This design comes from an exercise in tuning for small area, a short achievable clock period and few clock cycles on the open sky130 flow, not from production work.
Only simulation tests tie the RTL to the original design; equivalence was not proved.

==> build 24 <==
==> flow/design.v <==
`default_nettype none
module muldiv_sequencer #(
  parameter int XLEN = 32
) (
  input  logic            clk,
  input  logic            rst,
  input  logic            start,
  input  logic [2:0]      funct3,
  input  logic [XLEN-1:0] rs1_val,
  input  logic [XLEN-1:0] rs2_val,
  input  logic            flush,
  output logic            stall,
  output logic            busy,
  output logic            done,
  output logic [XLEN-1:0] result
);
  logic        st_mul, st_norm, st_div;    
  logic [3:0]  cnt;                        
  logic        op_hi;                      
  logic        a_sgn;                      
  logic        b_sgn;                      
  logic        neg7;                       
  logic        d_sgn;                      
  logic        neg_res;                    
  logic        sel_s, use_c, inv;          
  logic [31:0] r1, r3;
  logic [33:0] s, c;
  logic        mcy;
  logic accept;
  assign accept = start & ~flush & ~busy;
  assign stall  = busy | (start & ~flush);
  logic is_div, f_sgn_div, dbz, ovf, special;
  assign is_div    = funct3[2];
  assign f_sgn_div = ~funct3[0];
  assign dbz       = (rs2_val == 32'd0);
  assign ovf       = f_sgn_div & (rs1_val == 32'h8000_0000) & (&rs2_val);
  assign special   = dbz | ovf;
  logic [32:0] m_a;
  logic [41:0] pp [8];
  assign m_a = {a_sgn & r1[31], r1};
  always_comb begin
    for (int i = 0; i < 8; i++) begin
      logic [32:0] row;
      row   = (m_a & {33{r3[i]}}) ^ {33{(i == 7) & neg7}};
      pp[i] = 42'({~row[32], row[31:0]}) << i;
    end
  end
  function automatic logic [83:0] csa(input logic [41:0] x, y, z);
    logic [41:0] sm, cy;
    sm  = x ^ y ^ z;
    cy  = ((x & y) | (x & z) | (y & z)) << 1;
    csa = {sm, cy};
  endfunction
  logic [41:0] l1s0, l1c0, l1s1, l1c1, l1s2, l1c2;
  logic [41:0] l2s0, l2c0, l2s1, l2c1;
  logic [41:0] l3s0, l3c0, l3s1, l3c1;
  logic [41:0] l4s0, l4c0;
  logic [41:0] ts, tc;
  logic [8:0]  lowsum;
  assign {l1s0, l1c0} = csa(pp[0], pp[1], pp[2]);
  assign {l1s1, l1c1} = csa(pp[3], pp[4], pp[5]);
  assign {l1s2, l1c2} = csa(pp[6], pp[7], {8'd0, s});
  assign {l2s0, l2c0} = csa(l1s0, l1c0 | {41'd0, mcy}, l1s1);
  assign {l2s1, l2c1} = csa(l1c1, l1s2, l1c2);
  assign {l3s0, l3c0} = csa(l2s0, l2c0, l2s1);
  assign {l3s1, l3c1} = csa(l2c1, {8'd0, c}, 42'd0);
  assign {l4s0, l4c0} = csa(l3s0, l3c0, l3s1);
  assign {ts, tc}     = csa(l4s0, l4c0, l3c1);
  assign lowsum       = {1'b0, ts[7:0]} + {1'b0, tc[7:0]};
  logic        sa, sb;
  logic [31:0] mag_a, mag_b, inv_a, inv_b;
  logic        lt;
  logic [5:0]  na, nb;
  logic [6:0]  s_est;
  logic [4:0]  s_half;
  logic [63:0] norm;
  assign sa    = d_sgn & s[31];
  assign sb    = d_sgn & r1[31];
  assign mag_a = sa ? -s[31:0] : s[31:0];
  assign mag_b = sb ? -r1 : r1;
  assign lt    = mag_a < mag_b;
  assign inv_a = s[31:0] ^ {32{sa}};
  assign inv_b = r1 ^ {32{sb}};
  function automatic logic [5:0] width32(input logic [31:0] v);
    width32 = 6'd0;
    for (int i = 0; i < 32; i++) if (v[i]) width32 = 6'(i + 1);
  endfunction
  assign na     = width32(inv_a) + {5'd0, sa};
  assign nb     = width32(inv_b | 32'd1);
  assign s_est  = {1'b0, na} - {1'b0, nb} + 7'd2;
  assign s_half = s_est[5:1];
  assign norm   = {mag_a, 32'd0} >> {s_half, 1'b0};
  logic [32:0] sh1, sh2, df1, df2;
  logic        q1, q2;
  logic [31:0] rem1, rem2;
  assign sh1  = {s[31:0], r3[31]};
  assign df1  = sh1 - {1'b0, r1};
  assign q1   = ~df1[32];
  assign rem1 = q1 ? df1[31:0] : sh1[31:0];
  assign sh2  = {rem1, r3[30]};
  assign df2  = sh2 - {1'b0, r1};
  assign q2   = ~df2[32];
  assign rem2 = q2 ? df2[31:0] : sh2[31:0];
  always_ff @(posedge clk) begin
    if (rst || flush) begin
      busy    <= 1'b0;
      done    <= 1'b0;
      st_mul  <= 1'b0;
      st_norm <= 1'b0;
      st_div  <= 1'b0;
    end else if (accept) begin
      busy    <= ~(is_div & special);
      done    <= is_div & special;
      st_mul  <= ~is_div;
      st_norm <= is_div & ~special;
      st_div  <= 1'b0;
    end else begin
      done    <= 1'b0;
      if (st_mul && cnt == 4'd0) begin
        st_mul <= 1'b0;
        busy   <= 1'b0;
        done   <= 1'b1;
      end
      if (st_norm) begin
        st_norm <= 1'b0;
        if (lt) begin
          busy <= 1'b0;
          done <= 1'b1;
        end else begin
          st_div <= 1'b1;
        end
      end
      if (st_div && cnt == 4'd0) begin
        st_div <= 1'b0;
        busy   <= 1'b0;
        done   <= 1'b1;
      end
    end
  end
  always_ff @(posedge clk) begin
    if (accept) begin
      op_hi   <= funct3[1];
      a_sgn   <= funct3[1] ^ funct3[0];
      b_sgn   <= ~funct3[1] & funct3[0];
      neg7    <= 1'b0;
      d_sgn   <= f_sgn_div;
      neg_res <= f_sgn_div & (funct3[1] ? rs1_val[31] : rs1_val[31] ^ rs2_val[31]);
      sel_s   <= ~is_div & (funct3[1:0] != 2'b00);
      use_c   <= ~is_div & (funct3[1:0] != 2'b00);
      inv     <= 1'b0;
      cnt     <= 4'd3;
      mcy     <= 1'b0;
      c       <= 34'd0;
      if (!is_div) begin
        r1 <= rs1_val;
        s  <= {2'b01, ~funct3[1] & funct3[0], 31'd0};
        r3 <= rs2_val;
      end else begin
        r1 <= rs2_val;
        s  <= {2'b00, rs1_val};
        r3 <= (dbz & ~funct3[1]) ? 32'hFFFF_FFFF :
              (ovf &  funct3[1]) ? 32'd0 : rs1_val;
      end
    end else begin
      if (st_mul) begin
        s    <= ts[41:8];
        c    <= tc[41:8];
        mcy  <= lowsum[8];
        r3   <= {lowsum[7:0], r3[31:8]};
        cnt  <= cnt - 4'd1;
        neg7 <= b_sgn & (cnt == 4'd1);
      end
      if (st_norm) begin
        if (lt) begin
          if (!op_hi) r3 <= 32'd0;
        end else begin
          r1    <= mag_b;
          s     <= {2'b00, norm[63:32]};
          r3    <= norm[31:0];
          cnt   <= s_half - 5'd1;
          sel_s <= op_hi;
          inv   <= neg_res;
        end
      end
      if (st_div) begin
        s   <= {2'b00, rem2};
        r3  <= {r3[29:0], q1, q2};
        cnt <= cnt - 4'd1;
      end
    end
  end
  logic [31:0] out_x, out_y;
  logic        out_ci;
  assign out_x  = (sel_s ? s[31:0] : r3) ^ {32{inv}};
  assign out_y  = use_c ? c[31:0] : 32'd0;
  assign out_ci = use_c ? mcy : inv;
  assign result = out_x + out_y + {31'd0, out_ci};
endmodule
`default_nettype wire
==> flow/run.sh <==
#!/bin/bash
# synth_recipe.tcl (not shown) runs the flow's synth.tcl, then flattens the netlist and writes it again
# the make line also repeats each setting of config.mk as NAME=value (left out here)
make -C /OpenROAD-flow-scripts/flow DESIGN_CONFIG=/design/flow/config.mk WORK_HOME=/design/flow/orfs CLKGATE_MAP_FILE= SYNTH_SCRIPT=/design/flow/synth_recipe.tcl finish
==> flow/config.mk <==
export PLATFORM = sky130hd
export DESIGN_NAME = muldiv_sequencer
export DESIGN_NICKNAME = muldiv_sequencer
export VERILOG_FILES = /design/flow/design.v
export SDC_FILE = /design/flow/constraint.sdc
export NUM_CORES = 4
export LEC_CHECK = 0
export CAP_MARGIN = 20
export CORE_MARGIN = 2
export CORE_UTILIZATION = 40
export SETUP_SLACK_MARGIN = 5
export SLEW_MARGIN = 20
==> flow/constraint.sdc <==
create_clock -name core_clock -period 11.0 [get_ports {clk}]
set_input_delay 2.2000 -clock core_clock [delete_from_list [all_inputs] [get_ports {clk}]]
set_output_delay 2.2000 -clock core_clock [all_outputs]
set_load 0.01 [all_outputs]
==> trial 96: changes against build 24 <==
==> flow/design.v, changed modules only <==
module muldiv_sequencer #(
  parameter int XLEN = 32
) (
  input  logic            clk,
  input  logic            rst,
  input  logic            start,
  input  logic [2:0]      funct3,
  input  logic [XLEN-1:0] rs1_val,
  input  logic [XLEN-1:0] rs2_val,
  input  logic            flush,
  output logic            stall,
  output logic            busy,
  output logic            done,
  output logic [XLEN-1:0] result
);
  logic        st_mul, st_norm, st_div, st_fix;    
  logic [3:0]  cnt;                                
  logic        op_hi;                              
  logic        a_sgn, b_sgn;                       
  logic        d_sgn;                              
  logic        neg_res;                            
  logic        sel_r2;                             
  logic [31:0] r1, r3;
  logic [32:0] r2;
  logic accept;
  assign accept = start & ~flush & ~busy;
  assign stall  = busy | (start & ~flush);
  logic is_div, f_sgn_div, dbz, ovf, special;
  assign is_div    = funct3[2];
  assign f_sgn_div = ~funct3[0];
  assign dbz       = (rs2_val == 32'd0);
  assign ovf       = f_sgn_div & (rs1_val == 32'h8000_0000) & (&rs2_val);
  assign special   = dbz | ovf;
  logic signed [32:0] m_a;
  logic signed [8:0]  m_d;
  logic signed [41:0] m_acc, m_t;
  assign m_a = {a_sgn & r1[31], r1};
  assign m_d = {b_sgn & (cnt == 4'd0) & r3[7], r3[7:0]};
  assign m_acc = {{9{r2[32]}}, r2};
  assign m_t = m_acc + m_a * m_d;
  logic        sa, sb;
  logic [31:0] mag_a, mag_b, inv_a, inv_b;
  logic        lt;
  logic [5:0]  na, nb;
  logic [6:0]  s_est;
  logic [4:0]  s_half;
  logic [63:0] norm;
  assign sa    = d_sgn & r2[31];
  assign sb    = d_sgn & r1[31];
  assign mag_a = sa ? -r2[31:0] : r2[31:0];
  assign mag_b = sb ? -r1 : r1;
  assign lt    = mag_a < mag_b;
  assign inv_a = r2[31:0] ^ {32{sa}};
  assign inv_b = r1 ^ {32{sb}};
  function automatic logic [5:0] width32(input logic [31:0] v);
    width32 = 6'd0;
    for (int i = 0; i < 32; i++) if (v[i]) width32 = 6'(i + 1);
  endfunction
  assign na     = width32(inv_a) + {5'd0, sa};
  assign nb     = width32(inv_b | 32'd1);
  assign s_est  = {1'b0, na} - {1'b0, nb} + 7'd2;
  assign s_half = s_est[5:1];
  assign norm   = {mag_a, 32'd0} >> {s_half, 1'b0};
  logic [32:0] sh1, sh2, df1, df2;
  logic        q1, q2;
  logic [31:0] rem1, rem2;
  assign sh1  = {r2[31:0], r3[31]};
  assign df1  = sh1 - {1'b0, r1};
  assign q1   = ~df1[32];
  assign rem1 = q1 ? df1[31:0] : sh1[31:0];
  assign sh2  = {rem1, r3[30]};
  assign df2  = sh2 - {1'b0, r1};
  assign q2   = ~df2[32];
  assign rem2 = q2 ? df2[31:0] : sh2[31:0];
  logic [31:0] fix_in;
  assign fix_in = op_hi ? r2[31:0] : r3;
  always_ff @(posedge clk) begin
    if (rst) begin
      busy    <= 1'b0;
      done    <= 1'b0;
      st_mul  <= 1'b0;
      st_norm <= 1'b0;
      st_div  <= 1'b0;
      st_fix  <= 1'b0;
    end else if (flush) begin
      busy    <= 1'b0;
      done    <= 1'b0;
      st_mul  <= 1'b0;
      st_norm <= 1'b0;
      st_div  <= 1'b0;
      st_fix  <= 1'b0;
    end else if (accept) begin
      busy    <= ~(is_div & special);
      done    <= is_div & special;
      st_mul  <= ~is_div;
      st_norm <= is_div & ~special;
      st_div  <= 1'b0;
      st_fix  <= 1'b0;
    end else begin
      done    <= 1'b0;
      if (st_mul && cnt == 4'd0) begin
        st_mul <= 1'b0;
        busy   <= 1'b0;
        done   <= 1'b1;
      end
      if (st_norm) begin
        st_norm <= 1'b0;
        if (lt) begin
          busy <= 1'b0;
          done <= 1'b1;
        end else begin
          st_div <= 1'b1;
        end
      end
      if (st_div && cnt == 4'd0) begin
        st_div <= 1'b0;
        if (neg_res) begin
          st_fix <= 1'b1;
        end else begin
          busy <= 1'b0;
          done <= 1'b1;
        end
      end
      if (st_fix) begin
        st_fix <= 1'b0;
        busy   <= 1'b0;
        done   <= 1'b1;
      end
    end
  end
  always_ff @(posedge clk) begin
    if (accept) begin
      op_hi   <= funct3[1];
      a_sgn   <= ~funct3[2] & (funct3[1] ^ funct3[0]);
      b_sgn   <= ~funct3[2] & ~funct3[1] & funct3[0];
      d_sgn   <= f_sgn_div;
      neg_res <= f_sgn_div & (funct3[1] ? rs1_val[31] : rs1_val[31] ^ rs2_val[31]);
      sel_r2  <= ~is_div & (funct3[1:0] != 2'b00);
      cnt     <= 4'd3;
      if (!is_div) begin
        r1 <= rs1_val;
        r2 <= 33'd0;
        r3 <= rs2_val;
      end else begin
        r1 <= rs2_val;
        r2 <= {1'b0, rs1_val};
        r3 <= (dbz & ~funct3[1]) ? 32'hFFFF_FFFF :
              (ovf &  funct3[1]) ? 32'd0 : rs1_val;
      end
    end else begin
      if (st_mul) begin
        r2  <= m_t[40:8];
        r3  <= {m_t[7:0], r3[31:8]};
        cnt <= cnt - 4'd1;
      end
      if (st_norm) begin
        if (lt) begin
          if (!op_hi) r3 <= 32'd0;
        end else begin
          r1  <= mag_b;
          r2  <= {1'b0, norm[63:32]};
          r3  <= norm[31:0];
          cnt <= s_half - 5'd1;
        end
      end
      if (st_div) begin
        r2     <= {1'b0, rem2};
        r3     <= {r3[29:0], q1, q2};
        cnt    <= cnt - 4'd1;
        sel_r2 <= op_hi;
      end
      if (st_fix) begin
        r3     <= -fix_in;
        sel_r2 <= 1'b0;
      end
    end
  end
  assign result = sel_r2 ? r2[31:0] : r3;
endmodule
Settings changed: SETUP_SLACK_MARGIN 5 to not set.
==> impl_metrics.sql <==
INSERT INTO impl_metrics (metric_group, metric, value, unit) VALUES
('timing', 'fin_worst_hold_slack', '0.535', 'ns'),
('cells_and_area', 'seqAreaFraction', '8.67', '%'),
('logic_synthesis', 'mappedNetlistNets', '4140', ''),
('die', 'initial_utilization', '40.2', '%'),
('cells_and_area', 'post-route-util', '43.8', '%'),
('cells_and_area', 'buf_share', '5.25', '%'),
('outcome', 'run_status', 'timing/DRC/antenna clean', '');
Source of the figures above: trial 96

==> impl_metrics.sql <==
INSERT INTO impl_metrics (metric_group, metric, value, unit) VALUES
('outcome', 'run_status', 'timing/DRC/antenna clean', ''),
('cells_and_area', 'buf_share', '11.5', '%'),
('logic_synthesis', 'mappedNetlistNets', '4188', ''),
('setup_path', 'cpPeakStageDelay', '0.57', 'ns'),
('cells_and_area', 'seqAreaFraction', '9.50', '%'),
('timing', 'fin_worst_hold_slack', '0.519', 'ns'),
('cells_and_area', 'post-route-util', '50.8', '%');
Source of the figures above: build 24

Testbench counts of build 24, summed over its fixed seeds: cycles 22,228.
Testbench counts of trial 96, summed over its fixed seeds: cycles 22,515.

## what the ideal ports hide
No port has a modelled driver above. Below, the same layouts with a new extraction and two added sets of constraints.
Step 1: set_driving_cell puts a clkbuf_16 on clk and a buf_2 on each other input, an assumption about the parent block.
Step 2 also shifts input and output timing later by t, the mid clock arrival at the registers, as if the neighbouring blocks saw the same clock.
a / b / c = ideal / step 1 / step 2; a / b = the first two.
| run | t (ns) | slack for setup (ns) | worst setup path at the end | worst slew at a driven data input, ns | cell pins on the clock port's net |
|---|---|---|---|---|---|
| build 24 | 0.587 | 4.019 / 3.954 / 4.262 | register to register | 0.08 | 1 |
| trial 96 | 0.517 | 2.243 / 2.243 / 2.243 | register to register | 0.07 | 1 |
After both steps setup and hold are still met in every run listed.
